From an optimization exercise on the open Yosys and OpenROAD flow, aimed at small area and a short achievable clock period; shortcuts taken in it are not production practice.
Only simulation tests tie the RTL to the original design; equivalence was not proved.
Power is estimated from default activity; no workload was simulated.

==> flow/design.v <==
package cache_pkg;
  localparam int LINES  = 4;
  localparam int WORDS  = 4;
  localparam int TAG_W  = 4;
  localparam int IDX_W  = 2;
  localparam int OFF_W  = 2;
  localparam int WORD_W = 32;
  localparam int LINE_W = WORDS * WORD_W;
  localparam int BLK_W  = TAG_W + IDX_W;
  typedef struct packed {
    logic              valid;
    logic              dirty;
    logic [TAG_W-1:0]  tag;
    logic [LINE_W-1:0] data;
  } line_t;
  function automatic logic [WORD_W-1:0] word_of(input logic [LINE_W-1:0] d,
                                                input logic [OFF_W-1:0]  off);
    word_of = d[off*WORD_W +: WORD_W];
  endfunction
  function automatic logic [LINE_W-1:0] put_word(input logic [LINE_W-1:0] d,
                                                 input logic [OFF_W-1:0]  off,
                                                 input logic [WORD_W-1:0] w);
    logic [LINE_W-1:0] r;
    r = d;
    r[off*WORD_W +: WORD_W] = w;
    put_word = r;
  endfunction
endpackage
import cache_pkg::*;
module cache_unit (
  input  logic                clk,
  input  logic                reset,
  input  logic                update,
  input  logic [31:0]         addr,
  input  logic [WORD_W-1:0]   wdata,
  input  logic [LINE_W-1:0]   fill_data,
  input  logic                memwrite,
  input  logic [IDX_W-1:0]    dbg_line,
  input  logic [OFF_W-1:0]    dbg_word,
  output logic [WORD_W-1:0]   dbg_data,
  output logic                dbg_dirty,
  output logic [WORD_W-1:0]   rdata,
  output logic                miss,
  output logic                victim_dirty,
  output logic [LINE_W-1:0]   wb_data,
  output logic [BLK_W-1:0]    wb_addr
);
  logic [LINES-1:0]             valid_q, valid_d;
  logic [LINES-1:0]             dirty_q, dirty_d;
  logic [LINES-1:0][TAG_W-1:0]  tag_q,   tag_d;
  logic [LINES-1:0][LINE_W-1:0] data_q,  data_d;
  logic [OFF_W-1:0] off;
  logic [IDX_W-1:0] idx;
  logic [TAG_W-1:0] tag;
  logic              cur_valid;
  logic              cur_dirty;
  logic [TAG_W-1:0]  cur_tag;
  logic [LINE_W-1:0] cur_data;
  logic             unused_addr_hi;
  logic [LINE_W-1:0] dbg_line_data;
  assign off = addr[OFF_W-1:0];
  assign idx = addr[OFF_W +: IDX_W];
  assign tag = addr[OFF_W+IDX_W +: TAG_W];
  assign unused_addr_hi = ^addr[31:OFF_W+IDX_W+TAG_W];
  assign cur_valid    = valid_q[idx];
  assign cur_dirty    = dirty_q[idx];
  assign cur_tag      = tag_q[idx];
  assign cur_data     = data_q[idx];
  assign miss         = !cur_valid || (cur_tag != tag);
  assign rdata        = cur_data[off*WORD_W +: WORD_W];
  assign victim_dirty = cur_valid && cur_dirty;
  assign wb_data      = cur_data;
  assign wb_addr      = {cur_tag, idx};
  assign dbg_line_data = data_q[dbg_line];
  assign dbg_data  = dbg_line_data[dbg_word*WORD_W +: WORD_W];
  assign dbg_dirty = dirty_q[dbg_line];
  always_comb begin
    valid_d = valid_q;
    dirty_d = dirty_q;
    tag_d   = tag_q;
    data_d  = data_q;
    if (update) begin
      valid_d[idx] = 1'b1;
      dirty_d[idx] = 1'b0;
      tag_d[idx]   = tag;
      data_d[idx]  = fill_data;
    end else if (memwrite && !miss) begin
      dirty_d[idx] = 1'b1;
      data_d[idx][off*WORD_W +: WORD_W] = wdata;
    end
  end
  always_ff @(posedge clk or posedge reset) begin
    if (reset) begin
      valid_q <= '0;
      dirty_q <= '0;
      tag_q   <= '0;
      data_q  <= '0;
    end else begin
      valid_q <= valid_d;
      dirty_q <= dirty_d;
      tag_q   <= tag_d;
      data_q  <= data_d;
    end
  end
endmodule
==> flow/run.sh <==
#!/bin/bash
# synth_recipe.tcl (not shown) runs the flow's synth.tcl, then flattens the netlist and writes it again
# the make line also repeats each setting of config.mk as NAME=value (left out here)
make -C /OpenROAD-flow-scripts/flow DESIGN_CONFIG=/design/flow/config.mk WORK_HOME=/design/flow/orfs CLKGATE_MAP_FILE= SYNTH_SCRIPT=/design/flow/synth_recipe.tcl finish
==> flow/config.mk <==
export PLATFORM = sky130hd
export DESIGN_NAME = cache_unit
export DESIGN_NICKNAME = cache_unit
export VERILOG_FILES = /design/flow/design.v
export SDC_FILE = /design/flow/constraint.sdc
export NUM_CORES = 4
export LEC_CHECK = 0
export CAP_MARGIN = 20
export CORE_MARGIN = 2
export CORE_UTILIZATION = 40
export SLEW_MARGIN = 20
==> flow/constraint.sdc <==
create_clock -name core_clock -period 5.0 [get_ports {clk}]
set_input_delay 1.0000 -clock core_clock [delete_from_list [all_inputs] [get_ports {clk}]]
set_output_delay 1.0000 -clock core_clock [all_outputs]
set_load 0.01 [all_outputs]
==> reports/metrics.yaml, run 1 <==
status: "finished clean"
track_usage_pct: 36.39
cp_max_fo: 33
total_power_w: 0.01460
synth_area_per_cell_um2: 10.82
ctsHoldBuffers: 0
rows: 108
fin_ws_ns: 0.5403
p_switching_w: 0.004887
cts.repair.resized: 0
num_io_pins: 401
p_sw_share_pct: 33.47
path_clk_slew_ns: 0.06
antenna_found_initial: 28
synth_area_mm2: 0.03514
first_global_vias: 32850
start_kind: "input port"
path_class: "in2out"
area_growth_pct: 22.57
final-instance-count-excl-fill: 4693
fill_cells: 7846
ir_worst_vdd_mv: 0.2145
dr.pass1.iters: 8
final.period_utilization_pct: 89.19
tritoncts: "built"
drt-vias-per-instance: 7.294
insertion_delay_ns: 0.63
fin_nets: 3697
avgRoutedWirePerCell_um: 35.59
netlist-cell-type-count: 67
die_area_mm2: 0.09024
coreArea_mm2: 0.08689
fin_crit_ns: 4.460
dpl_cell_area_mm2: 0.04095
relSlewSlack_pct: 21.41
setup-tns-final_ns: 0
syn-num-nets: 3458
min_path_type: "reg2reg"
drtIter0Drc: 5019
cts_setup_buffers: 0
powerDensity_mw_per_mm2: 339.0
crit_arrival_ns: 3.46
grt.overflow.total: 0
ys_seq_area_share_pct: 38.17
die_h_um: 300.4
synth-edff-count: 0
clock-root-buffer: "clkbuf_16"
finClkSkew_ns: 0.02834
dr_total_vias: 34230
finalHoldViolCount: 0
crit_required_ns: 4.00
drive_gt1_share_pct: 19.25
clockPowerShare_pct: 33.1
worstMarginPinSlew_ns: 1.179
grt_max_degree: 121
start_util_pct: 40.44
die_x_um: 300.4
yosys_register_bits: 536
gp_congestion: 0.9607
cts.htree.levels: 3
grt_pass1_wl_mm: 240.5
rsz0062_at_grt: "false"
finalSetupViolations: 0
p_comb_share_pct: 30.2
p_seq_share_pct: 36.7
placed_cells: 4573
ys.warnings.count: 1
drtAntennaViolNets: 0
cts-buffers-inserted: 66
wirelength_mm: 167.0
io_buffer_count: 376
slew_viol_final: 0
leakage_nw: 15.56
drc: 0
clock_path_buffers: 3
synthFlopType: "dfrtp_1"
maxCapViolations: 0
syn_inst: 3247
end_kind: "output pin"
fmax_ghz: 0.2242
dp_hpwl_mm: 111.6
pre_cts_ws_ns: 0.09685
cts_sinks: 536
ys_async_sr_fraction_pct: 100.0
final_cell_area_mm2: 0.04307
p_int_w: 0.009716
-- stage by stage --
step	hold slack [ns]	util, %
3_5_place_dp	0.4512	47.13
4_1_cts	0.4666	49.54
2_1_floorplan	0.4287	-
6_report	0.4614	49.57
5_1_grt	0.4969	49.55
3_3_place_gp	0.4452	47.08
-- registers in the layout, summed over array words and instances (netlist names), named ones only --
| signal | cells |
|---|---|
| valid_q | 4 |
| tag_q | 16 |
| data_q | 512 |
-- worst paths after layout --
path                                   startpoint                       to  slack, ns  cells after the start
min in group asynchronous                   reset  data_q[140]$_DFFE_PP0P_       0.92                      2
hold reg to reg            valid_q[1]$_DFFE_PP0P_   valid_q[1]$_DFFE_PP0P_       0.46                      1
hold / removal             valid_q[1]$_DFFE_PP0P_   valid_q[1]$_DFFE_PP0P_       0.46                      1
max in group asynchronous                   reset  data_q[230]$_DFFE_PP0P_       2.90                      3
setup / recovery                          addr[3]                rdata[20]       0.54                      6
setup reg to reg             tag_q[2]$_DFFE_PP0P_  data_q[131]$_DFFE_PP0P_       1.94                      8
-- layout by cell type, fill, tap and decap left out, types with 8 or more instances in the layout --
master,n
diode_2,10
o22a_1,17
clkbuf_16,68
nand3_1,15
a21oi_1,197
ha_1,11
and2_1,16
o21ai_1,47
a221o_1,35
nand2_1,285
o21ai_0,290
buf_12,49
clkbuf_8,22
nor3_2,10
a22oi_1,148
mux4_2,327
a22o_1,44
buf_4,140
dfrtp_1,536
a2bb2oi_1,158
nor2_1,179
a222oi_1,50
a32o_1,14
a32oi_1,77
nor2b_1,8
clkdlybuf4s50_1,367
a221oi_1,91
inv_1,19
o2bb2ai_1,157
a31oi_1,16
clkbuf_1,14
nor3_1,10
-- kinds of logic after synthesis --
group,share of synthesized area [%]
AOI/OAI and AO/OA,28.14
xor gates and xnor gates,0.2172
adders and majority gates,0.3916
buffers and inverters,4.978
DFF,38.17
muxes,21.07
and+or+nand+nor,7.036
-- layout make-up --
type / count / area, um^2 / area share [%]
diodes: 10 / 25.02 / 0.05810
well taps: 1155 / 1445 / 3.355
multi-input cells: 2293 / 20190 / 46.87
clock buffers: 100 / 2002 / 4.648
repair buffers: 564 / 5803 / 13.47
inverters: 25 / 107.6 / 0.2498
flip-flops and latches: 536 / 13410 / 31.14
clock inverters: 10 / 90.09 / 0.2091
-- cells in the mapped netlist (15+ instances only) --
cell type,n,area (um^2)
a21oi_1,201,1006
a221o_1,35,350.3
a221oi_1,91,797.0
a222oi_1,50,500.5
a22o_1,44,385.4
a22oi_1,148,1111
a2bb2oi_1,158,1384
a31oi_1,17,106.4
a32oi_1,77,674.4
and2_1,18,112.6
buf_1,36,135.1
buf_2,77,385.4
clkbuf_1,262,983.4
dfrtp_1,536,13410
inv_1,21,78.83
mux4_2,327,7365
nand2_1,286,1074
nand3_1,15,75.07
nor2_1,185,694.4
nor3_1,15,75.07
o21ai_0,290,1451
o21ai_1,47,235.2
o22a_1,17,148.9
o2bb2ai_1,157,1375
-- critical path: stages --
cell and delay [ns]:
clkbuf_8 0.20, buf_12 0.29, buf_12 0.21, mux4_2 0.66, mux4_2 0.51, clkdlybuf4s50_1 0.50
-- metal layers --
| metal | GRT usage, % | vias up | wire (um) |
|---|---|---|---|
| met4 | 16.15 | 42 | 8036 |
| li1 | - | 13590 | - |
| met1 | 48.25 | 17500 | 61460 |
| met2 | 52.30 | 2622 | 72030 |
| met5 | 1.217 | - | 569 |
| met3 | 14.59 | 479 | 24940 |
-- power groups by stage --
stage	Sequential (W)	Clock (W)	Combinational (W)
6_report	0.00535	0.00484	0.00441
3_3_place_gp	0.00537	0	0.00425
5_1_grt	0.00542	0.00502	0.00458
4_1_cts	0.00534	0.00485	0.00431
3_5_place_dp	0.00541	0	0.00430
2_1_floorplan	0.00526	0	0.00238
==> inputs of run 2 (changes only) <==
--- a/flow/design.v
+++ b/flow/design.v
@@ -47,6 +47,6 @@
 );
-  logic [LINES-1:0]             valid_q, valid_d;
-  logic [LINES-1:0]             dirty_q, dirty_d;
-  logic [LINES-1:0][TAG_W-1:0]  tag_q,   tag_d;
-  logic [LINES-1:0][LINE_W-1:0] data_q,  data_d;
+  logic [LINES-1:0]                          valid_q;
+  logic [LINES-1:0]                          dirty_q;
+  logic [LINES-1:0][TAG_W-1:0]               tag_q;
+  logic [LINES*LINE_W-1:0]                   data_q;
   logic [OFF_W-1:0] off;
@@ -54,8 +54,3 @@
   logic [TAG_W-1:0] tag;
-  logic              cur_valid;
-  logic              cur_dirty;
-  logic [TAG_W-1:0]  cur_tag;
-  logic [LINE_W-1:0] cur_data;
   logic             unused_addr_hi;
-  logic [LINE_W-1:0] dbg_line_data;
   assign off = addr[OFF_W-1:0];
@@ -64,40 +59,68 @@
   assign unused_addr_hi = ^addr[31:OFF_W+IDX_W+TAG_W];
-  assign cur_valid    = valid_q[idx];
-  assign cur_dirty    = dirty_q[idx];
-  assign cur_tag      = tag_q[idx];
-  assign cur_data     = data_q[idx];
-  assign miss         = !cur_valid || (cur_tag != tag);
-  assign rdata        = cur_data[off*WORD_W +: WORD_W];
-  assign victim_dirty = cur_valid && cur_dirty;
+  logic [LINES-1:0] sel, dsel;
+  always_comb begin
+    for (int i = 0; i < LINES; i++) begin
+      sel[i]  = valid_q[i] && (idx == IDX_W'(i));
+      dsel[i] = valid_q[i] && (dbg_line == IDX_W'(i));
+    end
+  end
+  logic [TAG_W-1:0]  cur_tag;
+  logic              cur_dirty;
+  logic [LINE_W-1:0] cur_data;
+  always_comb begin
+    cur_tag   = '0;
+    cur_dirty = 1'b0;
+    cur_data  = '0;
+    for (int i = 0; i < LINES; i++) begin
+      cur_tag   = cur_tag   | ({TAG_W{sel[i]}} & tag_q[i]);
+      cur_dirty = cur_dirty | (sel[i] & dirty_q[i]);
+      cur_data  = cur_data  | ({LINE_W{sel[i]}} & data_q[i*LINE_W +: LINE_W]);
+    end
+  end
+  logic hit;
+  assign hit          = (|sel) && (cur_tag == tag);
+  assign miss         = !hit;
+  assign victim_dirty = cur_dirty;
   assign wb_data      = cur_data;
   assign wb_addr      = {cur_tag, idx};
-  assign dbg_line_data = data_q[dbg_line];
-  assign dbg_data  = dbg_line_data[dbg_word*WORD_W +: WORD_W];
-  assign dbg_dirty = dirty_q[dbg_line];
+  assign rdata        = cur_data[off*WORD_W +: WORD_W];
+  logic [WORD_W-1:0] dbg_acc;
+  logic              dbg_d;
   always_comb begin
-    valid_d = valid_q;
-    dirty_d = dirty_q;
-    tag_d   = tag_q;
-    data_d  = data_q;
-    if (update) begin
-      valid_d[idx] = 1'b1;
-      dirty_d[idx] = 1'b0;
-      tag_d[idx]   = tag;
-      data_d[idx]  = fill_data;
-    end else if (memwrite && !miss) begin
-      dirty_d[idx] = 1'b1;
-      data_d[idx][off*WORD_W +: WORD_W] = wdata;
+    dbg_acc = '0;
+    dbg_d   = 1'b0;
+    for (int i = 0; i < LINES; i++) begin
+      dbg_d = dbg_d | (dsel[i] & dirty_q[i]);
+      for (int w = 0; w < WORDS; w++)
+        dbg_acc = dbg_acc | ({WORD_W{dsel[i] && (dbg_word == OFF_W'(w))}} & data_q[(i*WORDS+w)*WORD_W +: WORD_W]);
     end
   end
+  assign dbg_data  = dbg_acc;
+  assign dbg_dirty = dbg_d;
+  logic store;
+  assign store = memwrite && hit;
+  logic [WORDS-1:0][WORD_W-1:0] src;
+  always_comb
+    for (int w = 0; w < WORDS; w++)
+      src[w] = update ? fill_data[w*WORD_W +: WORD_W] : wdata;
   always_ff @(posedge clk or posedge reset) begin
-    if (reset) begin
-      valid_q <= '0;
-      dirty_q <= '0;
-      tag_q   <= '0;
-      data_q  <= '0;
-    end else begin
-      valid_q <= valid_d;
-      dirty_q <= dirty_d;
-      tag_q   <= tag_d;
-      data_q  <= data_d;
+    if (reset) valid_q <= '0;
+    else begin
+      for (int i = 0; i < LINES; i++)
+        if (update && idx == IDX_W'(i)) valid_q[i] <= 1'b1;
+    end
+  end
+  always_ff @(posedge clk) begin
+    for (int i = 0; i < LINES; i++) begin
+      if (idx == IDX_W'(i)) begin
+        if (update) begin
+          dirty_q[i] <= 1'b0;
+          tag_q[i]   <= tag;
+        end else if (store) begin
+          dirty_q[i] <= 1'b1;
+        end
+      end
+      for (int w = 0; w < WORDS; w++)
+        if (idx == IDX_W'(i) && (update || (store && off == OFF_W'(w))))
+          data_q[(i*WORDS+w)*WORD_W +: WORD_W] <= src[w];
     end
--- a/flow/config.mk
+++ b/flow/config.mk
@@ -10,2 +10,3 @@
 export CORE_UTILIZATION = 40
+export SETUP_SLACK_MARGIN = 1.5
 export SLEW_MARGIN = 20
==> run 2 against run 1 <==
Effect of this change:
- still clean on timing, DRC and antenna
- largest cell class is now registers
- routed wire length decreased by 33%
- sequential share of layout area increased by 13 points
- non-clock buffer count increased by 219
- critical path type unchanged
- clock skew decreased by 0.011 ns
- total power decreased by 19%
- synthesized cell count decreased by 47%
- register-to-register slack got worse by 0.35 ns
- die area decreased by 31%
==> reports/metrics.yaml, run 2 <==
path_clk_slew_ns: 0.06  # about the same
r2r_setup_slack_ns: 1.59  # was 1.94 ns
synthFlopType: "edfxtp_1"  # was dfrtp_1
cp_common_cell: "buf_12"
antenna_found_initial: 3  # was 28
track_usage_pct: 33.67  # was 36.39%
ys_seq_area_share_pct: 66.98  # was 38.17%
reg2reg_depth: 11  # was 8
slowest_delay_ns: 0.60  # was 0.66 ns
wirelength_mm: 111.9  # was 167.0 mm
finalHoldViolCount: 0  # unchanged
clock-root-buffer: "clkbuf_16"  # unchanged
rr_endpoint: "data_q[476]$_DFFE_PP_"  # was data_q[131]$_DFFE_PP0P_
powerDensity_mw_per_mm2: 323.5  # was 339.0 mW/mm^2
grt.overflow.total: 0  # unchanged
synth_area_leader_cell: "edfxtp_1"  # was dfrtp_1
dpl_cell_area_mm2: 0.02973  # was 0.04095 mm^2
worstMarginPinSlew_ns: 1.038  # was 1.179 ns
start_kind: "input port"  # unchanged
first_global_vias: 20780  # was 32,850
avgRoutedWirePerCell_um: 34.28  # was 35.59 um
syn_inst: 1733  # was 3,247
dr_total_vias: 21520  # was 34,230
min_path_type: "in2async"  # was reg2reg
relSlewSlack_pct: 30.82  # was 21.41%
drc: 0  # unchanged
coreArea_mm2: 0.05913  # was 0.08689 mm^2
synth-edff-count: 532  # was 0
synth_area_leaders: "edfxtp_1, a22o_1, nand2_1, a221oi_1, a22oi_1"  # was dfrtp_1, mux4_2, o21ai_0, a2bb2oi_1, o2bb2ai_1
crit_required_ns: 4.00  # about the same
status: "finished clean"  # unchanged
synth_area_mm2: 0.02400  # was 0.03514 mm^2
cp_slowest_cell: "mux4_2"  # unchanged
fin_crit_ns: 3.918  # was 4.460 ns
syn-num-nets: 1933  # was 3,458
synth_common_cells: "edfxtp_1, nand2_1, a22o_1"  # was dfrtp_1, mux4_2, o21ai_0
crit_path_cell_trace: "buf_12 > buf_4 > buf_12 > and3_4 > a22o_1 > a221o_1 > mux4_2 > buf_6"  # was clkbuf_8 > buf_12 > buf_12 > mux4_2 > mux4_2 > clkdlybuf4s50_1
final_common_cell: "edfxtp_1"  # was dfrtp_1
slew_viol_final: 0  # unchanged
die_area_mm2: 0.06197  # was 0.09024 mm^2
final_cell_area_mm2: 0.03642  # was 0.04307 mm^2
fmax_ghz: 0.2552  # was 0.2242 GHz
die_h_um: 248.9  # was 300.4 um
yosysMostFrequentCell: "edfxtp_1"  # was dfrtp_1
fin_ws_ns: 1.082  # was 0.5403 ns
insertion_delay_ns: 0.62  # was 0.63 ns
dr.pass1.iters: 6  # was 8
path_delay_family: "multiplexers"  # was buffers and inverters
finalSetupViolations: 0  # unchanged
io_buffer_count: 376  # unchanged
dp_hpwl_mm: 58.57  # was 111.6 mm
hold_slack_ns: 0.5896  # was 0.4614 ns
drtIter0Drc: 3248  # was 5,019
rsz0062_at_grt: "true"  # was false
fin_nets: 2644  # was 3,697
end_kind: "output pin"  # unchanged
start_util_pct: 40.59  # was 40.44%
num_io_pins: 401  # unchanged
pre_cts_ws_ns: 0.1274  # was 0.09685 ns
finClkSkew_ns: 0.01758  # was 0.02834 ns
clock_path_buffers: 3  # unchanged
regMostFlops: "data_q"  # unchanged
largest_reg_flops: 512  # unchanged
ir_worst_vdd_mv: 0.2850  # was 0.2145 mV
cp_max_fo: 11  # was 33
gp_congestion: 0.8944  # was 0.9607
cts.htree.levels: 2  # was 3
ctsHoldBuffers: 0  # unchanged
fin_util_pct: 61.59  # was 49.57%
maxCapViolations: 0  # unchanged
leakage_nw: 13.83  # was 15.56 nW
tritoncts: "built"  # unchanged
final.period_utilization_pct: 78.37  # was 89.19%
synth_area_per_cell_um2: 13.85  # was 10.82 um^2
die_x_um: 248.9  # was 300.4 um
r2r-start: "valid_q[2]$_DFFE_PP0P_"  # was tag_q[2]$_DFFE_PP0P_
drive_gt1_share_pct: 34.93  # was 19.25%
area_growth_pct: 51.74  # was 22.57%
drtAntennaViolNets: 0  # unchanged
ys.warnings.count: 1  # unchanged
layout_common_cells: "edfxtp_1, nand2_1, buf_4"  # was dfrtp_1, clkdlybuf4s50_1, mux4_2
cts_sinks: 536  # unchanged
path_class: "in2out"  # unchanged
setup-tns-final_ns: 0  # unchanged
worstPathBufferInverterCount: 4  # unchanged
netlist-cell-type-count: 38  # was 67
drt-vias-per-instance: 6.596  # was 7.294
ys_async_sr_fraction_pct: 0.7463  # was 100.0%
grt_max_degree: 98  # was 121
rows: 89  # was 108
synth_top_area_share_pct: 66.57  # was 38.17%
yosys_register_bits: 536  # unchanged
crit_arrival_ns: 2.92  # was 3.46 ns
grt_pass1_wl_mm: 149.4  # was 240.5 mm
cts-buffers-inserted: 56  # was 66
top_regs: "data_q x512, tag_q x16"  # was data_q x512, tag_q x16, valid_q x4
==> run 2: area by class of cell <==
class	instances	area, um^2
Tap cell	773	967.2
Antenna cell	2	5.005
Timing Repair Buffer	783	8773
Sequential cell	536	16080
Fill cell	4329	22710
Inverter	4	15.01
Multi-Input combinational cell	1063	8813
Clock buffer	74	1490
Clock inverter	28	272.8
==> run 2: cell families after synthesis <==
logic type	after synthesis	share of synthesized area (%)
compound gates	534	18.94
buf+inv	147	2.575
simple gates	481	8.279
mux	34	3.191
flops	536	66.98
xor+xnor	1	0.03650
==> run 2: per-layer routing <==
layer	vias up	share of wire, %	routed length, um	track usage [%]
met2	1883	46	51330	53.75
met3	424	13	14190	8.004
met1	10610	35	39170	42.08
met4	2	6.4	7155	19.34
li1	8608	-	-	-
met5	-	0.012	13	0
==> run 2: per-stage QoR <==
step                      power, W  std cells
after floorplan           0.006234       1733
after global placement    0.007333       2852
after CTS                  0.01153       3153
after global routing       0.01204       3261
after detailed placement  0.007355       2852
final                      0.01178       3263
==> run 2: worst max-delay path by stage <==
stage                endpoint  cells after the start    start  slack (ns)
finish              rdata[10]                      8  addr[3]        1.08
global route        rdata[10]                      8  addr[3]        1.06
CTS                 rdata[10]                      8  addr[3]        1.11
detailed placement  rdata[23]                      7  addr[3]        0.13
global placement    rdata[23]                      7  addr[3]        0.13
floorplan            rdata[0]                      8  addr[2]        1.34
==> run 2: repair_timing <==
item / in CTS / in global routing
endpoints found under the setup margin: 711 / 145
cloned: 41 / 17
pin swaps: 108 / 117
resized for setup: 766 / 198
setup buffers: 158 / 91
==> run 2: power by group <==
group | switching (W) | internal (W) | leakage (nW)
sequential | 0.000150 | 0.00524 | 4.80
clock | 0.00175 | 0.00235 | 0.854
combinational | 0.00122 | 0.00108 | 8.18
total | 0.00312 | 0.00866 | 13.8
==> inputs of run 3 (changes only) <==
--- a/flow/config.mk
+++ b/flow/config.mk
@@ -10,3 +10,2 @@
 export CORE_UTILIZATION = 40
-export SETUP_SLACK_MARGIN = 1.5
 export SLEW_MARGIN = 20
==> run 3 against run 2 <==
Effect of this change:
- clock skew increased by 0.0069 ns
- maximum frequency decreased by 20%
- sequential share of layout area is 7.0 points higher
- worst setup slack got worse by 0.95 ns
- core utilization down 8.4 points
- register-to-register slack lost 0.13 ns
- largest cell class unchanged
- still clean
- cell area down 14%
- worst hold slack improved by 0.011 ns
- largest power group unchanged
- routed wire length is 17% lower
- synthesized cell count unchanged
- combinational power decreased by 16%
==> reports/metrics.yaml, run 3 <==
r2r_setup_slack_ns: 1.46  # was 1.59 ns
clock_path_buffers: 3  # unchanged
diodes: 0  # was 2
drt-vias-per-instance: 6.441  # was 6.596
yosysMostFrequentCell: "edfxtp_1"  # unchanged
ys.warnings.count: 1  # unchanged
layout_common_cells: "edfxtp_1, nand2_1, clkdlybuf4s50_1"  # was edfxtp_1, nand2_1, buf_4
rows: 89  # unchanged
synthFlopType: "edfxtp_1"  # unchanged
r2r-start: "valid_q[2]$_DFFE_PP0P_"  # unchanged
final_common_cell: "edfxtp_1"  # unchanged
io_buffer_count: 376  # unchanged
cts.repair.resized: 0  # was 766
status: "finished clean"  # unchanged
tritoncts: "built"  # unchanged
avgRoutedWirePerCell_um: 31.62  # was 34.28 um
area_growth_pct: 31.06  # was 51.74%
dpl_cell_area_mm2: 0.02968  # was 0.02973 mm^2
powerDensity_mw_per_mm2: 359.8  # was 323.5 mW/mm^2
dr_wl_met3_mm: 11.05  # was 14.19 mm
insertion_delay_ns: 0.62  # about the same
rsz0062_at_grt: "false"  # was true
drive_gt1_share_pct: 12.14  # was 34.93%
yosys_register_bits: 536  # unchanged
worstMarginPinSlew_ns: 0.9911  # was 1.038 ns
path_clk_slew_ns: 0.05  # was 0.06 ns
start_util_pct: 40.59  # unchanged
ctsHoldBuffers: 0  # unchanged
dr_wl_met2_mm: 44.31  # was 51.33 mm
final_cell_area_mm2: 0.03145  # was 0.03642 mm^2
grt_pass1_wl_mm: 131.8  # was 149.4 mm
finalSetupViolations: 0  # unchanged
top_regs: "data_q x512, tag_q x16"  # unchanged
grt_max_degree: 65  # was 98
synth-edff-count: 532  # unchanged
final.period_utilization_pct: 97.41  # was 78.37%
maxCapViolations: 0  # unchanged
relSlewSlack_pct: 33.62  # was 30.82%
routed.top_layer: "met4"  # was met5
cts_setup_buffers: 0  # was 158
fin_crit_ns: 4.870  # was 3.918 ns
gp_congestion: 0.8969  # was 0.8944
synth_area_leader_cell: "edfxtp_1"  # unchanged
synth_area_per_cell_um2: 13.85  # unchanged
synth_area_leaders: "edfxtp_1, a22o_1, nand2_1, a221oi_1, a22oi_1"  # unchanged
ys_async_sr_fraction_pct: 0.7463  # unchanged
synth_area_mm2: 0.02400  # unchanged
fill_cells: 4916  # was 4,329
die_h_um: 248.9  # unchanged
coreArea_mm2: 0.05913  # unchanged
rr_endpoint: "data_q[54]$_DFFE_PP_"  # was data_q[476]$_DFFE_PP_
cts_sinks: 536  # unchanged
fmax_ghz: 0.2053  # was 0.2552 GHz
path_class: "in2out"  # unchanged
finalHoldViolCount: 0  # unchanged
multi_input_area_mm2: 0.007537  # was 0.008813 mm^2
die_area_mm2: 0.06197  # unchanged
regArea_mm2: 0.01608  # about the same
leakage_nw: 10.94  # was 13.83 nW
start_kind: "input port"  # unchanged
synth_common_cells: "edfxtp_1, nand2_1, a22o_1"  # unchanged
first_global_vias: 18900  # was 20,780
die_x_um: 248.9  # unchanged
num_io_pins: 401  # unchanged
syn-num-nets: 1933  # unchanged
largest_reg_flops: 512  # unchanged
dp_hpwl_mm: 60.10  # was 58.57 mm
fin_nets: 2328  # was 2,644
netlist-cell-type-count: 38  # unchanged
ir_worst_vdd_mv: 0.2812  # was 0.2850 mV
track_usage_pct: 29.28  # was 33.67%
wl_met1_mm: 33.71  # was 39.17 mm
crit_required_ns: 4.00  # about the same
crit_arrival_ns: 3.87  # was 2.92 ns
setup-tns-final_ns: 0  # unchanged
end_kind: "output pin"  # unchanged
clock-root-buffer: "clkbuf_16"  # unchanged
drc: 0  # unchanged
min_path_type: "in2async"  # unchanged
regMostFlops: "data_q"  # unchanged
drtIter0Drc: 2752  # was 3,248
syn_inst: 1733  # unchanged
cts.htree.levels: 2  # unchanged
dr_total_vias: 18980  # was 21,520
ys_seq_area_share_pct: 66.98  # unchanged
cts-buffers-inserted: 56  # unchanged
wirelength_mm: 93.19  # was 111.9 mm
reg2reg_depth: 8  # was 11
finClkSkew_ns: 0.02446  # was 0.01758 ns
synth_top_area_share_pct: 66.57  # unchanged
cp_max_fo: 39  # was 11
slew_viol_final: 0  # unchanged
grt.overflow.total: 0  # unchanged
antenna_found_initial: 0  # was 3
drtAntennaViolNets: 0  # unchanged
dr.pass1.iters: 6  # unchanged
run 3: cell counts after synthesis:
Identical to the previous run, type by type.
run 3: cell families (layout without fill, tap and decap cells):
kind of cell           Yosys count  after routing  share of synthesized area (%)
AO/OA/AOI/OAI                  534            534                          18.94
XOR/XNOR                         1              1                        0.03650
buffers and inverters          147            588                          2.575
flip-flops                     536            536                          66.98
multiplexers                    34             34                          3.191
AND/OR/NAND/NOR                481            481                          8.279
run 3: per-layer routing:
layer / global-route usage (%) / vias to the layer above
li1: - / 7922
met1: 37.32 / 9315
met2: 48.34 / 1484
met3: 6.437 / 262
met4: 12.43 / 0
met5: 0 / -
run 3: area by class of cell:
cell class / instances / area share (%)
inverters: 4 / 0.04773
clock buffers: 66 / 4.642
clock inverters: 38 / 0.9984
repair buffers: 480 / 16.17
multi-input cells: 1050 / 23.96
well taps: 773 / 3.075
flip-flops and latches: 536 / 51.11
run 3: critical path, stage by stage:
cell,delay (ns)
clkdlybuf4s50_1,0.56
nor2b_1,0.20
and2_4,0.64
buf_12,0.30
a221o_1,0.30
mux4_2,0.27
clkdlybuf4s50_1,0.55
run 3: power by group:
group	leakage, nW	internal (W)	switching [W]
sequential	4.80	0.00524	0.000122
combinational	5.28	0.000897	0.00103
clock	0.865	0.00233	0.00170
run 3: worst max path at each step:
stage / from / end / slack (ns) / depth (start not counted)
2_1_floorplan: addr[3] / data_q[0]$_DFFE_PP_ / 0.74 / 8
3_3_place_gp: addr[2] / rdata[6] / 0.24 / 7
3_5_place_dp: addr[2] / rdata[1] / 0.22 / 8
4_1_cts: addr[2] / rdata[6] / 0.20 / 7
5_1_grt: dbg_word[0] / dbg_data[8] / 0.1 / 9
6_report: addr[2] / rdata[6] / 0.13 / 7
run 3: per-stage QoR:
step	hold WS, ns	utilization [%]	instances	setup WS, ns	total power, W
global route	0.6196	53.19	2947	0.09717	0.01163
detailed placement	0.6756	50.19	2843	0.2238	0.007357
global placement	0.6783	50.19	2843	0.2433	0.007335
CTS	0.5804	53.19	2947	0.2029	0.01133
floorplan	0.5454	-	1733	0.7367	0.006222
finish	0.6005	53.19	2947	0.1295	0.01132
==> inputs of run 4 (changes only) <==
==> flow/flow/run.sh (new file) <==
#!/bin/bash
set -euo pipefail
export BUFFER_PORTS_ARGS="-buffer_cell sky130_fd_sc_hd__buf_1"
bash standard.sh finish > flow_standard.log 2>&1
==> flow/standard.sh (new file) <==
#!/bin/bash
# synth_recipe.tcl (not shown) runs the flow's synth.tcl, then flattens the netlist and writes it again
# the make line also repeats each setting of config.mk as NAME=value (left out here)
make -C /OpenROAD-flow-scripts/flow DESIGN_CONFIG=/design/flow/config.mk WORK_HOME=/design/flow/orfs CLKGATE_MAP_FILE= SYNTH_SCRIPT=/design/flow/synth_recipe.tcl "${@:-finish}"
--- a/flow/config.mk
+++ b/flow/config.mk
@@ -10,2 +10,3 @@
 export CORE_UTILIZATION = 40
+export SETUP_SLACK_MARGIN = 1.5
 export SLEW_MARGIN = 20
removed: flow/run.sh
==> run 4 against run 3 <==
Effect of this change:
- synthesized cell count stayed put
- first-iteration DRC count is 8.2% higher
- critical endpoint is now rdata[4]
- critical path depth stayed put
- clock power hardly changed
- still clean on timing, DRC and antenna
- critical path type unchanged
- clock skew is 0.0055 ns higher
- highest routed layer is now met5
==> reports/metrics.yaml, run 4 <==
min_path_type: "in2async"  # unchanged
finalSetupViolations: 0  # unchanged
dr_total_vias: 20720  # was 18,980
grt.overflow.total: 0  # unchanged
fin_nets: 2499  # was 2,328
cts.htree.levels: 2  # unchanged
total_power_w: 0.01127  # was 0.01132 W
final_common_cell: "edfxtp_1"  # unchanged
synth_common_cells: "edfxtp_1, nand2_1, a22o_1"  # unchanged
worstPathBufferInverterCount: 3  # unchanged
path_clk_slew_ns: 0.06  # was 0.05 ns
synth_area_per_cell_um2: 13.85  # unchanged
ys.warnings.count: 1  # unchanged
insertion_delay_ns: 0.63  # was 0.62 ns
die_h_um: 248.9  # unchanged
startpoint: "addr[2]"  # unchanged
drtAntennaViolNets: 0  # unchanged
track_usage_pct: 32.37  # was 29.28%
dp_hpwl_mm: 56.62  # was 60.10 mm
synthFlopType: "edfxtp_1"  # unchanged
ctsHoldBuffers: 0  # unchanged
finClkSkew_ns: 0.02992  # was 0.02446 ns
cts_sinks: 536  # unchanged
die_x_um: 248.9  # unchanged
path_class: "in2out"  # unchanged
syn_inst: 1733  # unchanged
start_util_pct: 40.59  # unchanged
setup-tns-final_ns: 0  # unchanged
die_area_mm2: 0.06197  # unchanged
drt-vias-per-instance: 6.638  # was 6.441
slowest_delay_ns: 0.53  # was 0.64 ns
pre_cts_ws_ns: 0.5765  # was 0.2238 ns
powerDensity_mw_per_mm2: 349.1  # was 359.8 mW/mm^2
fin_ws_ns: 1.152  # was 0.1295 ns
antenna_found_initial: 4  # was 0
gp_congestion: 0.8831  # was 0.8969
top_regs: "data_q x512, tag_q x16"  # unchanged
r2r-start: "valid_q[2]$_DFFE_PP0P_"  # unchanged
status: "finished clean"  # unchanged
drc: 0  # unchanged
largest_reg_flops: 512  # unchanged
rows: 89  # unchanged
crit_required_ns: 4.00  # about the same
area_growth_pct: 34.55  # was 31.06%
worstMarginPinSlew_ns: 0.9782  # was 0.9911 ns
first_global_vias: 19660  # was 18,900
slew_viol_final: 0  # unchanged
wirelength_mm: 107.1  # was 93.19 mm
synth_top_area_share_pct: 66.57  # unchanged
cts-buffers-inserted: 53  # was 56
dr.pass1.iters: 6  # unchanged
drtIter0Drc: 2977  # was 2,752
ys_seq_area_share_pct: 66.98  # unchanged
dpl_cell_area_mm2: 0.02690  # was 0.02968 mm^2
clock_path_buffers: 3  # unchanged
num_io_pins: 401  # unchanged
grt_max_degree: 58  # was 65
crit_arrival_ns: 2.85  # was 3.87 ns
end_kind: "output pin"  # unchanged
yosysMostFrequentCell: "edfxtp_1"  # unchanged
cp_slowest_cell: "mux4_2"  # was and2_4
ir_worst_vdd_mv: 0.2820  # was 0.2812 mV
final_cell_area_mm2: 0.03229  # was 0.03145 mm^2
coreArea_mm2: 0.05913  # unchanged
avgRoutedWirePerCell_um: 34.33  # was 31.62 um
finalHoldViolCount: 0  # unchanged
relSlewSlack_pct: 34.79  # was 33.62%
layout_common_cells: "edfxtp_1, nand2_1, buf_1"  # was edfxtp_1, nand2_1, clkdlybuf4s50_1
clock-root-buffer: "clkbuf_16"  # unchanged
fmax_ghz: 0.2598  # was 0.2053 GHz
cp_max_fo: 11  # was 39
rsz0062_at_grt: "true"  # was false
ys_async_sr_fraction_pct: 0.7463  # unchanged
regMostFlops: "data_q"  # unchanged
crit_path_cell_trace: "buf_16 > nor2b_4 > and2_4 > buf_12 > a221o_1 > mux4_2 > buf_6"  # was clkdlybuf4s50_1 > nor2b_1 > and2_4 > buf_12 > a221o_1 > mux4_2 > clkdlybuf4s50_1
io_buffer_count: 376  # unchanged
synth-edff-count: 532  # unchanged
grt_pass1_wl_mm: 143.2  # was 131.8 mm
drive_gt1_share_pct: 26.71  # was 12.14%
path_delay_family: "multiplexers"  # was buffers and inverters
final.period_utilization_pct: 76.97  # was 97.41%
yosys_register_bits: 536  # unchanged
synth_area_mm2: 0.02400  # unchanged
start_kind: "input port"  # unchanged
tritoncts: "built"  # unchanged
syn-num-nets: 1933  # unchanged
synth_area_leader_cell: "edfxtp_1"  # unchanged
fill_cells: 4821  # was 4,916
maxCapViolations: 0  # unchanged
synth_area_leaders: "edfxtp_1, a22o_1, nand2_1, a221oi_1, a22oi_1"  # unchanged
leakage_nw: 11.61  # was 10.94 nW
fin_crit_ns: 3.848  # was 4.870 ns
netlist-cell-type-count: 38  # unchanged
run 4: cell counts after synthesis:
Identical to the previous run, type by type.
run 4: kinds of logic after synthesis:
kind of cell,after synthesis,share of synthesized area (%)
DFF,536,66.98
AOI/OAI and AO/OA,534,18.94
and+or+nand+nor,481,8.279
buffers and inverters,147,2.575
muxes,34,3.191
xor gates and xnor gates,1,0.03650
run 4: metal layers:
layer  wire length, um  vias up  track usage (%)
met5                13        -                0
met4              6464        2            16.83
met3             13230      391            7.816
met2             50630     1810            53.21
met1             36800    10180            39.76
li1                  -     8329                -
run 4: what timing repair did:
action | CTS | global route
gates resized for setup | 250 | 105
pin swaps | 59 | 70
setup buffers | 90 | 57
cloned | 33 | 16
setup endpoints to repair | 701 | 103
run 4: final timing paths:
kind                            slack [ns]                     end  cells past startpoint
worst max-delay path                  1.15                rdata[4]                      7
worst min-delay path                  0.25  valid_q[1]$_DFFE_PP0P_                      2
worst max register to register        1.65   data_q[151]$_DFFE_PP_                     11
max in group asynchronous             4.57  valid_q[1]$_DFFE_PP0P_                      2
min in group core_clock               0.69  valid_q[3]$_DFFE_PP0P_                      2
worst min register to register        0.69  valid_q[3]$_DFFE_PP0P_                      2
run 4: cell type report:
class | count | area [um^2] | area share [%]
flip-flops and latches | 536 | 16080 | 49.80
multi-input cells | 1065 | 8493 | 26.30
repair buffers | 639 | 4986 | 15.44
clock buffers | 63 | 1385 | 4.289
well taps | 773 | 967.2 | 2.995
clock inverters | 37 | 352.8 | 1.093
inverters | 4 | 15.01 | 0.04650
diodes | 4 | 10.01 | 0.03100
run 4: power by group:
| part | switching, W | internal, W | total, W | leakage, nW |
|---|---|---|---|---|
| Clock | 0.00172 | 0.00229 | 0.00401 | 0.849 |
| Combinational | 0.00115 | 0.000734 | 0.00189 | 5.97 |
| Sequential | 0.000140 | 0.00524 | 0.00538 | 4.80 |
| Total | 0.00301 | 0.00826 | 0.0113 | 11.6 |
run 4: worst register-to-register path, delay by kind of cell (launching register included):
family	cells	cell delay [ns]
flip-flops	1	0.45
AO/OA/AOI/OAI	3	0.59
AND/OR/NAND/NOR	3	0.95
buffers and inverters	5	1.02
run 4: stage by stage:
| stage | hold slack, ns | utilization (%) | instances |
|---|---|---|---|
| CTS | 0.2330 | 52.62 | 3044 |
| global route | 0.2592 | 54.59 | 3117 |
| detailed placement | 0.6541 | 45.49 | 2821 |
| floorplan | 0.5454 | - | 1733 |
| finish | 0.2510 | 54.61 | 3121 |
| global placement | 0.6464 | 45.49 | 2821 |
==> inputs of run 5 (changes only) <==
--- a/flow/config.mk
+++ b/flow/config.mk
@@ -9,3 +9,4 @@
 export CORE_MARGIN = 2
-export CORE_UTILIZATION = 40
+export CORE_UTILIZATION = 60
+export CTS_BUF_LIST = sky130_fd_sc_hd__clkbuf_8
 export SETUP_SLACK_MARGIN = 1.5
==> run 5 against run 4 <==
Effect of this change:
- final cell count fell by 7.3%
- sequential power barely moved
- critical endpoint is now dbg_data[31]
- via count rose by 2.7%
- clock skew fell by 0.0082 ns
- flip-flop and latch count did not move
- non-clock buffer count fell by 25
- maximum frequency fell by 3.1%
- critical path depth rose by 4
- global-route usage rose by 15 points
==> reports/metrics.yaml, run 5 <==
status: "finished clean"  # unchanged
start_kind: "register"  # was input port
ys_async_sr_fraction_pct: 0.7463  # unchanged
use_met1_pct: 58.92  # was 39.76%
fill_cells: 2267  # was 4,821
top_regs: "data_q x512, tag_q x16"  # unchanged
synth-edff-count: 532  # unchanged
drive_gt1_share_pct: 25.99  # was 26.71%
finalHoldViolCount: 0  # unchanged
final_cell_area_mm2: 0.03154  # was 0.03229 mm^2
io_buffer_count: 376  # unchanged
drt-vias-per-instance: 7.355  # was 6.638
die_h_um: 204.0  # was 248.9 um
finClkSkew_ns: 0.02171  # was 0.02992 ns
path_class: "reg2out"  # was in2out
regMostFlops: "data_q"  # unchanged
relSlewSlack_pct: 33.25  # was 34.79%
finalSetupViolations: 0  # unchanged
rows: 73  # was 89
ys_seq_area_share_pct: 66.98  # unchanged
synth_top_area_share_pct: 66.57  # unchanged
synthFlopType: "edfxtp_1"  # unchanged
grt_util_met2_pct: 70.26  # was 53.21%
yosys_register_bits: 536  # unchanged
startpoint: "valid_q[2]$_DFFE_PP0P_"  # was addr[2]
start_util_pct: 60.54  # was 40.59%
drtAntennaViolNets: 0  # unchanged
leakage_nw: 11.48  # was 11.61 nW
dr_total_vias: 21290  # was 20,720
rsz0062_at_grt: "true"  # unchanged
synth_area_leader_cell: "edfxtp_1"  # unchanged
setup-tns-final_ns: 0  # unchanged
num_io_pins: 401  # unchanged
syn_inst: 1733  # unchanged
dp_hpwl_mm: 51.19  # was 56.62 mm
track_usage_pct: 46.92  # was 32.37%
yosysMostFrequentCell: "edfxtp_1"  # unchanged
slew_viol_final: 0  # unchanged
antenna_found_initial: 4  # unchanged
worstMarginPinSlew_ns: 0.9965  # was 0.9782 ns
cp_max_fo: 9  # was 11
drc: 0  # unchanged
top_usage_layer: "met2"  # unchanged
drtIter0Drc: 3659  # was 2,977
cts.htree.levels: 3  # was 2
crit_required_ns: 4.00  # about the same
coreArea_mm2: 0.03964  # was 0.05913 mm^2
fmax_ghz: 0.2519  # was 0.2598 GHz
cts-buffers-inserted: 87  # was 53
crit_arrival_ns: 2.97  # was 2.85 ns
area_growth_pct: 31.43  # was 34.55%
avgRoutedWirePerCell_um: 34.63  # was 34.33 um
ctsHoldBuffers: 0  # unchanged
fin_crit_ns: 3.971  # was 3.848 ns
synth_area_leaders: "edfxtp_1, a22o_1, nand2_1, a221oi_1, a22oi_1"  # unchanged
clock-root-buffer: "clkbuf_8"  # was clkbuf_16
final.period_utilization_pct: 79.41  # was 76.97%
die_x_um: 204.0  # was 248.9 um
first_global_vias: 20340  # was 19,660
die_area_mm2: 0.04161  # was 0.06197 mm^2
dpl_cell_area_mm2: 0.02665  # was 0.02690 mm^2
insertion_delay_ns: 0.68  # was 0.63 ns
synth_common_cells: "edfxtp_1, nand2_1, a22o_1"  # unchanged
r2r-start: "valid_q[2]$_DFFE_PP0P_"  # unchanged
final_common_cell: "edfxtp_1"  # unchanged
powerDensity_mw_per_mm2: 340.8  # was 349.1 mW/mm^2
synth_area_mm2: 0.02400  # unchanged
min_path_type: "in2async"  # unchanged
cts_sinks: 536  # unchanged
tritoncts: "built"  # unchanged
syn-num-nets: 1933  # unchanged
ir_worst_vdd_mv: 0.2231  # was 0.2820 mV
ys.warnings.count: 1  # unchanged
grt_max_degree: 76  # was 58
path_clk_slew_ns: 0.06  # about the same
fin_nets: 2502  # was 2,499
end_kind: "output pin"  # unchanged
r2r_setup_slack_ns: 1.51  # was 1.65 ns
grt.overflow.total: 0  # unchanged
grt_pass1_wl_mm: 137.0  # was 143.2 mm
gp_congestion: 0.8878  # was 0.8831
dr.pass1.iters: 7  # was 6
maxCapViolations: 0  # unchanged
grt_util_met3_pct: 14.13  # was 7.816%
clock_path_buffers: 3  # unchanged
netlist-cell-type-count: 38  # unchanged
synth_area_per_cell_um2: 13.85  # unchanged
layout_common_cells: "edfxtp_1, nand2_1, buf_1"  # unchanged
largest_reg_flops: 512  # unchanged
wirelength_mm: 100.2  # was 107.1 mm
run 5: cell counts after synthesis:
Identical to the previous run, type by type.
run 5: path summary, 6_finish.rpt:
path	endpoint	cells past startpoint
max	dbg_data[31]	11
min reg2reg	valid_q[2]$_DFFE_PP0P_	2
min in group core_clock	tag_q[1]$_DFFE_PP_	1
max reg2reg	data_q[461]$_DFFE_PP_	12
max in group asynchronous	valid_q[1]$_DFFE_PP0P_	2
min	valid_q[2]$_DFFE_PP0P_	2
run 5: metal layers:
metal / share of wire (%) / vias to the layer above
met5: 0.011 / -
met4: 8.9 / 2
met3: 16 / 641
met2: 43 / 2219
met1: 32 / 10100
li1: - / 8321
run 5: repair_timing:
item,CTS,global route
gates cloned,36,5
setup buffers,82,41
pin swaps,83,38
setup endpoints to repair,497,89
gates resized for setup,262,91
run 5: cell type report:
cell class	count	area [um^2]	share of cell area, %
tap	525	656.9	2.083
timing repair buffer	614	4917	15.59
inverter	4	15.01	0.04760
antenna	3	7.507	0.02380
sequential	536	16080	50.98
clock inverter	65	317.8	1.008
multi-input combinational	1059	8337	26.43
clock buffer	88	1211	3.840
run 5: through the flow:
step                      power [W]  hold WS, ns  worst slack (ns)  cells  util [%]
final                       0.01075       0.1643             1.029   2894     79.57
after global routing        0.01098       0.1661            0.9628   2891     79.55
after CTS                   0.01052       0.1403             1.116   2845     77.62
after detailed placement   0.006878       0.6838            0.6279   2574     67.22
after global placement     0.006850       0.6682            0.7011   2574     67.22
after floorplan            0.006234       0.5454             1.343   1733         -
run 5: kinds of logic after synthesis:
logic type	Yosys count	synth area share [%]
simple gates	481	8.279
compound gates	534	18.94
mux	34	3.191
buf+inv	147	2.575
xor+xnor	1	0.03650
flops	536	66.98
run 5: power breakdown:
group | switching, W | internal [W] | total [W]
sequential | 0.000141 | 0.00524 | 0.00538
combinational | 0.00113 | 0.000771 | 0.00191
clock | 0.00177 | 0.00170 | 0.00346
run 5: critical path, cell delays in order (launching register included):
cell and delay, ns:
dfrtp_2 0.43, buf_4 0.15, buf_12 0.14, buf_8 0.13, nand2_8 0.07, nor4_4 0.05, buf_4 0.15, buf_16 0.16
a22o_1 0.24, a221oi_2 0.24, nand4_1 0.29, buf_2 0.24
==> inputs of run 6 (changes only) <==
--- a/flow/config.mk
+++ b/flow/config.mk
@@ -7,2 +7,3 @@
 export LEC_CHECK = 0
+export ABC_AREA = 1
 export CAP_MARGIN = 20
@@ -11,3 +12,2 @@
 export CTS_BUF_LIST = sky130_fd_sc_hd__clkbuf_8
-export SETUP_SLACK_MARGIN = 1.5
 export SLEW_MARGIN = 20
==> run 6 against run 5 <==
Effect of this change:
- critical path type is now in2out
- clock-buffer cell count increased by 1
- clock skew increased by 0.0043 ns
- clock power about the same
- register-to-register slack got worse by 0.31 ns
==> reports/metrics.yaml, run 6 <==
p_switching_w: 0.002774  # was 0.003043 W
path_delay_family: "buffers and inverters"  # unchanged
synth-edff-count: 532  # unchanged
finalHoldViolCount: 0  # unchanged
ys_async_sr_fraction_pct: 0.7463  # unchanged
r2r_setup_slack_ns: 1.20  # was 1.51 ns
crit_required_ns: 4.00  # about the same
top_regs: "data_q x512, tag_q x16"  # unchanged
netlist-cell-type-count: 31  # was 38
worstMarginPinSlew_ns: 1.045  # was 0.9965 ns
die_h_um: 209.9  # was 204.0 um
cp_max_fo: 11  # was 9
maxCapViolations: 0  # unchanged
worstPathBufferInverterCount: 5  # was 6
ir_worst_vdd_mv: 0.3196  # was 0.2231 mV
synthFlopType: "edfxtp_1"  # unchanged
crit_arrival_ns: 3.56  # was 2.97 ns
path_class: "in2out"  # was reg2out
drtAntennaViolNets: 0  # unchanged
drc: 0  # unchanged
synth_area_leader_cell: "edfxtp_1"  # unchanged
ys.warnings.count: 1  # unchanged
largest_reg_flops: 512  # unchanged
coreArea_mm2: 0.04195  # was 0.03964 mm^2
yosys_register_bits: 536  # unchanged
synth_area_leaders: "edfxtp_1, nand2_1, inv_1, nor2_1, o22ai_1"  # was edfxtp_1, a22o_1, nand2_1, a221oi_1, a22oi_1
io_buffer_count: 376  # unchanged
min_path_type: "in2async"  # unchanged
fin_crit_ns: 4.557  # was 3.971 ns
status: "finished clean"  # unchanged
fill_cells: 3228  # was 2,267
grt.overflow.total: 0  # unchanged
fin_util_pct: 71.08  # was 79.57%
synth_top_area_share_pct: 62.78  # was 66.57%
hold_slack_ns: 0.1981  # was 0.1643 ns
finalSetupViolations: 0  # unchanged
fmax_ghz: 0.2194  # was 0.2519 GHz
rr_endpoint: "data_q[374]$_DFFE_PP_"  # was data_q[461]$_DFFE_PP_
yosysMostFrequentCell: "nand2_1"  # was edfxtp_1
drt-vias-per-instance: 6.368  # was 7.355
regMostFlops: "data_q"  # unchanged
p_sw_share_pct: 27.83  # was 28.31%
r2r-start: "valid_q[3]$_DFFE_PP0P_"  # was valid_q[2]$_DFFE_PP0P_
p_comb_share_pct: 13.5  # was 17.7%
tritoncts: "built"  # unchanged
grt_pass1_wl_mm: 141.4  # was 137.0 mm
grt_max_degree: 75  # was 76
die_x_um: 209.9  # was 204.0 um
area_growth_pct: 17.17  # was 31.43%
insertion_delay_ns: 0.67  # was 0.68 ns
wirelength_mm: 99.74  # was 100.2 mm
placed_cells: 3487  # was 2,574
dp_hpwl_mm: 64.36  # was 51.19 mm
synth_area_mm2: 0.02545  # was 0.02400 mm^2
synth_common_cells: "nand2_1, edfxtp_1, inv_1"  # was edfxtp_1, nand2_1, a22o_1
cp_slowest_cell: "a2111oi_0"  # was dfrtp_2
clockPowerShare_pct: 34.4  # was 32.2%
p_int_w: 0.007194  # was 0.007706 W
cts.repair.resized: 0  # was 262
rsz0062_at_grt: "false"  # was true
gp_congestion: 0.9960  # was 0.8878
dr_total_vias: 23160  # was 21,290
slew_viol_final: 0  # unchanged
finClkSkew_ns: 0.02605  # was 0.02171 ns
setup-tns-final_ns: 0  # unchanged
relSlewSlack_pct: 30.26  # was 33.25%
reg2reg_depth: 11  # was 12
start_util_pct: 60.67  # was 60.54%
cts.htree.levels: 3  # unchanged
drtIter0Drc: 4043  # was 3,659
clock_path_buffers: 3  # unchanged
cts_sinks: 536  # unchanged
clock-root-buffer: "clkbuf_8"  # unchanged
slowest_delay_ns: 0.57  # was 0.43 ns
cts_setup_buffers: 0  # was 82
num_io_pins: 401  # unchanged
avgRoutedWirePerCell_um: 27.42  # was 34.63 um
track_usage_pct: 45.11  # was 46.92%
rows: 75  # was 73
final_common_cell: "nand2_1"  # was edfxtp_1
start_kind: "input port"  # was register
crit_path_cell_trace: "buf_1 > inv_1 > nand3_1 > nor2_1 > inv_1 > buf_4 > nor2_1 > a2111oi_0 > nand2_1 > buf_1"  # was buf_4 > buf_12 > buf_8 > nand2_8 > nor4_4 > buf_4 > buf_16 > a22o_1 > a221oi_2 > nand4_1 > buf_2
cts-buffers-inserted: 84  # was 87
ctsHoldBuffers: 0  # unchanged
path_clk_slew_ns: 0.06  # about the same
end_kind: "output pin"  # unchanged
syn_inst: 2593  # was 1,733
final.period_utilization_pct: 91.15  # was 79.41%
leakage_nw: 12.03  # was 11.48 nW
fin_nets: 3234  # was 2,502
first_global_vias: 21880  # was 20,340
dr.pass1.iters: 9  # was 7
powerDensity_mw_per_mm2: 334.3  # was 340.8 mW/mm^2
synth_area_per_cell_um2: 9.814  # was 13.85 um^2
final-instance-count-excl-fill: 3637  # was 2,894
ys_seq_area_share_pct: 63.17  # was 66.98%
layout_common_cells: "nand2_1, edfxtp_1, inv_1"  # was edfxtp_1, nand2_1, buf_1
die_area_mm2: 0.04407  # was 0.04161 mm^2
drive_gt1_share_pct: 8.266  # was 25.99%
antenna_found_initial: 1  # was 4
syn-num-nets: 2793  # was 1,933
p_seq_share_pct: 52.1  # was 50.1%
## run 6: cell count changes after synthesis, moves of 37 or more
| cell | previous run | this run |
|---|---|---|
| a22oi_1 | 135 | 62 |
| a21oi_1 | 5 | 45 |
| inv_1 | 4 | 390 |
| nand3_1 | 5 | 42 |
| a22o_1 | 190 | 16 |
| o22ai_1 | 5 | 103 |
| o21ai_0 | 2 | 99 |
| nor2_1 | 28 | 229 |
| nand2_1 | 378 | 704 |
| a221oi_1 | 128 | 30 |
| a221o_1 | 62 | 0 |
| o2111ai_1 | 0 | 50 |
## run 6: cells by family after synthesis
group	synth area share (%)
buf+inv	7.852
simple gates	17.15
compound gates	11.83
flops	63.17
## run 6: layout make-up
| cell class | instances | area [um^2] | share of cell area (%) |
|---|---|---|---|
| Antenna cell | 1 | 2.502 | 0.008392 |
| Clock buffer | 89 | 1225 | 4.108 |
| Clock inverter | 60 | 285.3 | 0.9567 |
| Inverter | 393 | 1478 | 4.956 |
| Multi-Input combinational cell | 1535 | 7631 | 25.59 |
| Sequential cell | 536 | 16080 | 53.91 |
| Tap cell | 539 | 674.4 | 2.262 |
| Timing Repair Buffer | 484 | 2446 | 8.204 |
## run 6: worst max-delay path by stage
stage,startpoint,to,slack [ns],cells past startpoint
after floorplan,addr[2],data_q[256]$_DFFE_PP_,0.79,10
after global placement,addr[2],data_q[360]$_DFFE_PP_,0.48,12
after detailed placement,addr[2],data_q[360]$_DFFE_PP_,0.41,12
after CTS,dbg_line[0],dbg_data[4],0.63,10
after global routing,dbg_line[0],dbg_data[4],0.40,10
final,dbg_line[0],dbg_data[4],0.44,10
## run 6: power groups by stage
stage / Sequential (W) / Clock [W] / Combinational [W]
floorplan: 0.00528 / 0 / 0.000667
global placement: 0.00528 / 0 / 0.00127
detailed placement: 0.00529 / 0 / 0.00129
CTS: 0.00519 / 0.00341 / 0.00130
global route: 0.00521 / 0.00361 / 0.00141
finish: 0.00520 / 0.00343 / 0.00134
## run 6: routing by layer
layer  part of all wire, %  global-route usage, %
met5                 0.019                      0
met4                   5.9                  22.67
met3                    16                  12.11
met2                    44                  69.94
met1                    34                  59.34
## run 6: worst reg2reg max path, delay by kind of cell (launching register included)
family / cells / cell delay, ns
buf+inv: 5 / 1.23
simple gates: 5 / 1.18
compound gates: 1 / 0.68
flops: 1 / 0.37
## run 6: stage by stage
| step | instance area, um^2 | power [W] | worst slack [ns] |
|---|---|---|---|
| after CTS | 29810 | 0.009904 | 0.6350 |
| after global routing | 29810 | 0.01022 | 0.4035 |
| final | 29820 | 0.009968 | 0.4427 |
| after global placement | 28280 | 0.006552 | 0.4769 |
| after detailed placement | 28300 | 0.006579 | 0.4058 |
| after floorplan | 25450 | 0.005946 | 0.7854 |
==> inputs of run 7 (changes only) <==
--- a/flow/config.mk
+++ b/flow/config.mk
@@ -7,3 +7,2 @@
 export LEC_CHECK = 0
-export ABC_AREA = 1
 export CAP_MARGIN = 20
==> run 7 against run 6 <==
Effect of this change:
- largest power group unchanged
- non-clock buffer count shrank 25
- sequential share of layout area grew 3.2 points
- largest cell class unchanged
- still clean on timing, DRC and antenna
- maximum frequency grew 2.8%
- area after synthesis shrank 5.7%
- sequential power grew 3%
- critical endpoint is now rdata[8]
- flip-flop and latch count is the same
- clock-buffer cell count shrank 2
- die area shrank 5.6%
- critical path depth shrank 3
- synthesized cell count shrank 33%
- cell area shrank 5.6%
==> reports/metrics.yaml, run 7 <==
synth_area_leaders: "edfxtp_1, a22o_1, nand2_1, a221oi_1, a22oi_1"  # was edfxtp_1, nand2_1, inv_1, nor2_1, o22ai_1
clock_path_buffers: 3  # unchanged
grt.overflow.total: 0  # unchanged
yosys_register_bits: 536  # unchanged
dr_wl_met2_mm: 39.10  # was 44.16 mm
dr_wl_met3_mm: 12.15  # was 16.17 mm
rows: 73  # was 75
finalSetupViolations: 0  # unchanged
yosysMostFrequentCell: "edfxtp_1"  # was nand2_1
path_class: "in2out"  # unchanged
cts.repair.resized: 0  # unchanged
min_path_type: "in2async"  # unchanged
grt_max_degree: 77  # was 75
cp_max_fo: 38  # was 11
synth_top_area_share_pct: 66.57  # was 62.78%
start_kind: "input port"  # unchanged
synth_area_mm2: 0.02400  # was 0.02545 mm^2
routed.top_layer: "met4"  # was met5
top_regs: "data_q x512, tag_q x16"  # unchanged
worstMarginPinSlew_ns: 0.9625  # was 1.045 ns
regArea_mm2: 0.01608  # unchanged
synth_area_leader_cell: "edfxtp_1"  # unchanged
finClkSkew_ns: 0.03432  # was 0.02605 ns
cp_common_cell: "buf_1"
clock-root-buffer: "clkbuf_8"  # unchanged
dr.pass1.iters: 6  # was 9
leakage_nw: 9.784  # was 12.03 nW
path_clk_slew_ns: 0.06  # about the same
fmax_ghz: 0.2256  # was 0.2194 GHz
synth_common_cells: "edfxtp_1, nand2_1, a22o_1"  # was nand2_1, edfxtp_1, inv_1
synth_area_per_cell_um2: 13.85  # was 9.814 um^2
rsz0062_at_grt: "false"  # unchanged
die_x_um: 204.0  # was 209.9 um
avgRoutedWirePerCell_um: 31.24  # was 27.42 um
gp_congestion: 0.8829  # was 0.9960
maxCapViolations: 0  # unchanged
start_util_pct: 60.54  # was 60.67%
die_h_um: 204.0  # was 209.9 um
synthFlopType: "edfxtp_1"  # unchanged
syn_inst: 1733  # was 2,593
crit_required_ns: 4.00  # about the same
fin_ws_ns: 0.5674  # was 0.4427 ns
ctsHoldBuffers: 0  # unchanged
r2r-start: "valid_q[2]$_DFFE_PP0P_"  # was valid_q[3]$_DFFE_PP0P_
regMostFlops: "data_q"  # unchanged
wl_met1_mm: 29.38  # was 33.46 mm
insertion_delay_ns: 0.67  # about the same
drt-vias-per-instance: 7.127  # was 6.368
fin_crit_ns: 4.433  # was 4.557 ns
ys.warnings.count: 1  # unchanged
setup-tns-final_ns: 0  # unchanged
layout_common_cells: "edfxtp_1, nand2_1, buf_1"  # was nand2_1, edfxtp_1, inv_1
cts_setup_buffers: 0  # unchanged
status: "finished clean"  # unchanged
reg2reg_depth: 7  # was 11
finalHoldViolCount: 0  # unchanged
synth-edff-count: 532  # unchanged
slew_viol_final: 0  # unchanged
netlist-cell-type-count: 38  # was 31
path_delay_family: "buffers and inverters"  # unchanged
dr_total_vias: 19410  # was 23,160
rr_endpoint: "data_q[431]$_DFFE_PP_"  # was data_q[374]$_DFFE_PP_
cts_sinks: 536  # unchanged
final_cell_area_mm2: 0.02815  # was 0.02982 mm^2
drtIter0Drc: 2727  # was 4,043
tritoncts: "built"  # unchanged
fill_cells: 2773  # was 3,228
powerDensity_mw_per_mm2: 368.3  # was 334.3 mW/mm^2
grt_pass1_wl_mm: 120.4  # was 141.4 mm
slowest_delay_ns: 0.47  # was 0.57 ns
ys_async_sr_fraction_pct: 0.7463  # unchanged
syn-num-nets: 1933  # was 2,793
largest_reg_flops: 512  # unchanged
ys_seq_area_share_pct: 66.98  # was 63.17%
drive_gt1_share_pct: 12.15  # was 8.266%
fin_nets: 2337  # was 3,234
relSlewSlack_pct: 35.53  # was 30.26%
coreArea_mm2: 0.03964  # was 0.04195 mm^2
multi_input_area_mm2: 0.007537  # was 0.007631 mm^2
startpoint: "addr[2]"  # was dbg_line[0]
antenna_found_initial: 0  # was 1
dp_hpwl_mm: 51.48  # was 64.36 mm
ir_worst_vdd_mv: 0.2436  # was 0.3196 mV
cts.htree.levels: 3  # unchanged
cts-buffers-inserted: 86  # was 84
die_area_mm2: 0.04161  # was 0.04407 mm^2
drc: 0  # unchanged
io_buffer_count: 376  # unchanged
final.period_utilization_pct: 88.65  # was 91.15%
end_kind: "output pin"  # unchanged
drtAntennaViolNets: 0  # unchanged
cp_slowest_cell: "mux4_2"  # was a2111oi_0
pre_cts_ws_ns: 0.5599  # was 0.4058 ns
area_growth_pct: 17.31  # was 17.17%
worstPathBufferInverterCount: 3  # was 5
diodes: 0  # was 1
track_usage_pct: 40.47  # was 45.11%
wirelength_mm: 85.06  # was 99.74 mm
crit_path_cell_trace: "buf_1 > and3b_4 > buf_4 > a22o_1 > a221o_1 > mux4_2 > buf_1"  # was buf_1 > inv_1 > nand3_1 > nor2_1 > inv_1 > buf_4 > nor2_1 > a2111oi_0 > nand2_1 > buf_1
crit_arrival_ns: 3.43  # was 3.56 ns
r2r_setup_slack_ns: 1.48  # was 1.20 ns
final_common_cell: "edfxtp_1"  # was nand2_1
num_io_pins: 401  # unchanged
dpl_cell_area_mm2: 0.02658  # was 0.02830 mm^2
first_global_vias: 18690  # was 21,880
## run 7: worst max-delay path by stage
stage | end | slack, ns | cells past startpoint
global route | rdata[18] | 0.51 | 7
finish | rdata[8] | 0.57 | 7
global placement | data_q[429]$_DFFE_PP_ | 0.62 | 8
floorplan | data_q[0]$_DFFE_PP_ | 0.74 | 8
CTS | rdata[8] | 0.61 | 7
detailed placement | data_q[429]$_DFFE_PP_ | 0.56 | 8
## run 7: cell families (layout without fill, tap and decap cells)
kind of cell              count (synthesis)  in the layout  synth area share [%]
and+or+nand+nor                         481            481                 8.279
buffers and inverters                   147            612                 2.575
AOI/OAI and AO/OA                       534            534                 18.94
muxes                                    34             34                 3.191
xor gates and xnor gates                  1              1               0.03650
DFF                                     536            536                 66.98
## run 7: power by group
group | internal [W] | total, W | switching [W] | leakage, nW
Sequential | 0.00524 | 0.00536 | 0.000122 | 4.80
Clock | 0.00183 | 0.00354 | 0.00172 | 0.890
Combinational | 0.000491 | 0.00147 | 0.000975 | 4.10
## run 7: per-stage QoR
stage / hold WS (ns) / power [W] / util, % / std cells
finish: 0.2055 / 0.01037 / 71.02 / 2723
CTS: 0.1884 / 0.01034 / 71.02 / 2723
global placement: 0.6508 / 0.006848 / 67.05 / 2574
floorplan: 0.5454 / 0.006222 / - / 1733
detailed placement: 0.6610 / 0.006874 / 67.05 / 2574
global route: 0.1957 / 0.01066 / 71.02 / 2723
## run 7: per-layer routing
layer,vias to the layer above,track usage [%]
met2,1777,62.44
li1,7930,-
met3,358,10.46
met5,-,0
met4,0,20.81
met1,9341,53.55
## run 7: cell type report
class                      count  share of cell area, %
sequential                   536                  57.10
timing repair buffer         459                  8.146
clock inverter                62                  1.347
clock buffer                  87                  4.253
tap                          525                  2.333
inverter                       4                0.05333
multi-input combinational   1050                  26.77

-- separate check: timing with driven ports --
The results above use ideal ports. As a check the final layouts listed here were re-extracted and re-timed, cells and wires unchanged.
Step 1 sets driving cells, clkbuf_16 on the clock port and buf_2 on the other inputs (assumed; they add their load-dependent delay and slew).
Step 2 moves the port delays by t, midway between the first and last clock arrival at a register: inputs arrive t later, outputs are due t later. That takes back most of the time a late clock gives input paths.
Three values: no drivers, after step 1, after step 2; two values: the first two.
run	t, ns	setup slack, ns	hold slack, ns	worst setup path at the end	worst register clock-pin slew, ns
run 1	0.685	0.540 / 0.508 / -0.043	0.461 / 0.461 / 0.461	input to register	0.06 / 0.06
run 2	0.675	1.082 / 1.001 / 0.857	0.590 / 0.556 / 0.688	input to register	0.06 / 0.06
run 3	0.657	0.130 / 0.100 / 0.100	0.600 / 0.572 / 0.681	input to output	0.06 / 0.06
run 4	0.669	1.152 / 1.055 / 1.024	0.251 / 0.215 / 0.694	input to register	0.06 / 0.06
run 5	0.725	1.029 / 0.974 / 0.761	0.164 / 0.128 / 0.662	input to register	0.07 / 0.07
run 6	0.711	0.443 / 0.419 / 0.207	0.198 / 0.165 / 0.582	input to register	0.07 / 0.07
run 7	0.711	0.567 / 0.540 / 0.488	0.206 / 0.172 / 0.685	input to register	0.06 / 0.06
Met with ideal ports but missed after step 2: setup timing in run 1. The setup slack of run 1, which loses most, moves by -0.032 ns with the drivers and by -0.583 ns with both steps.
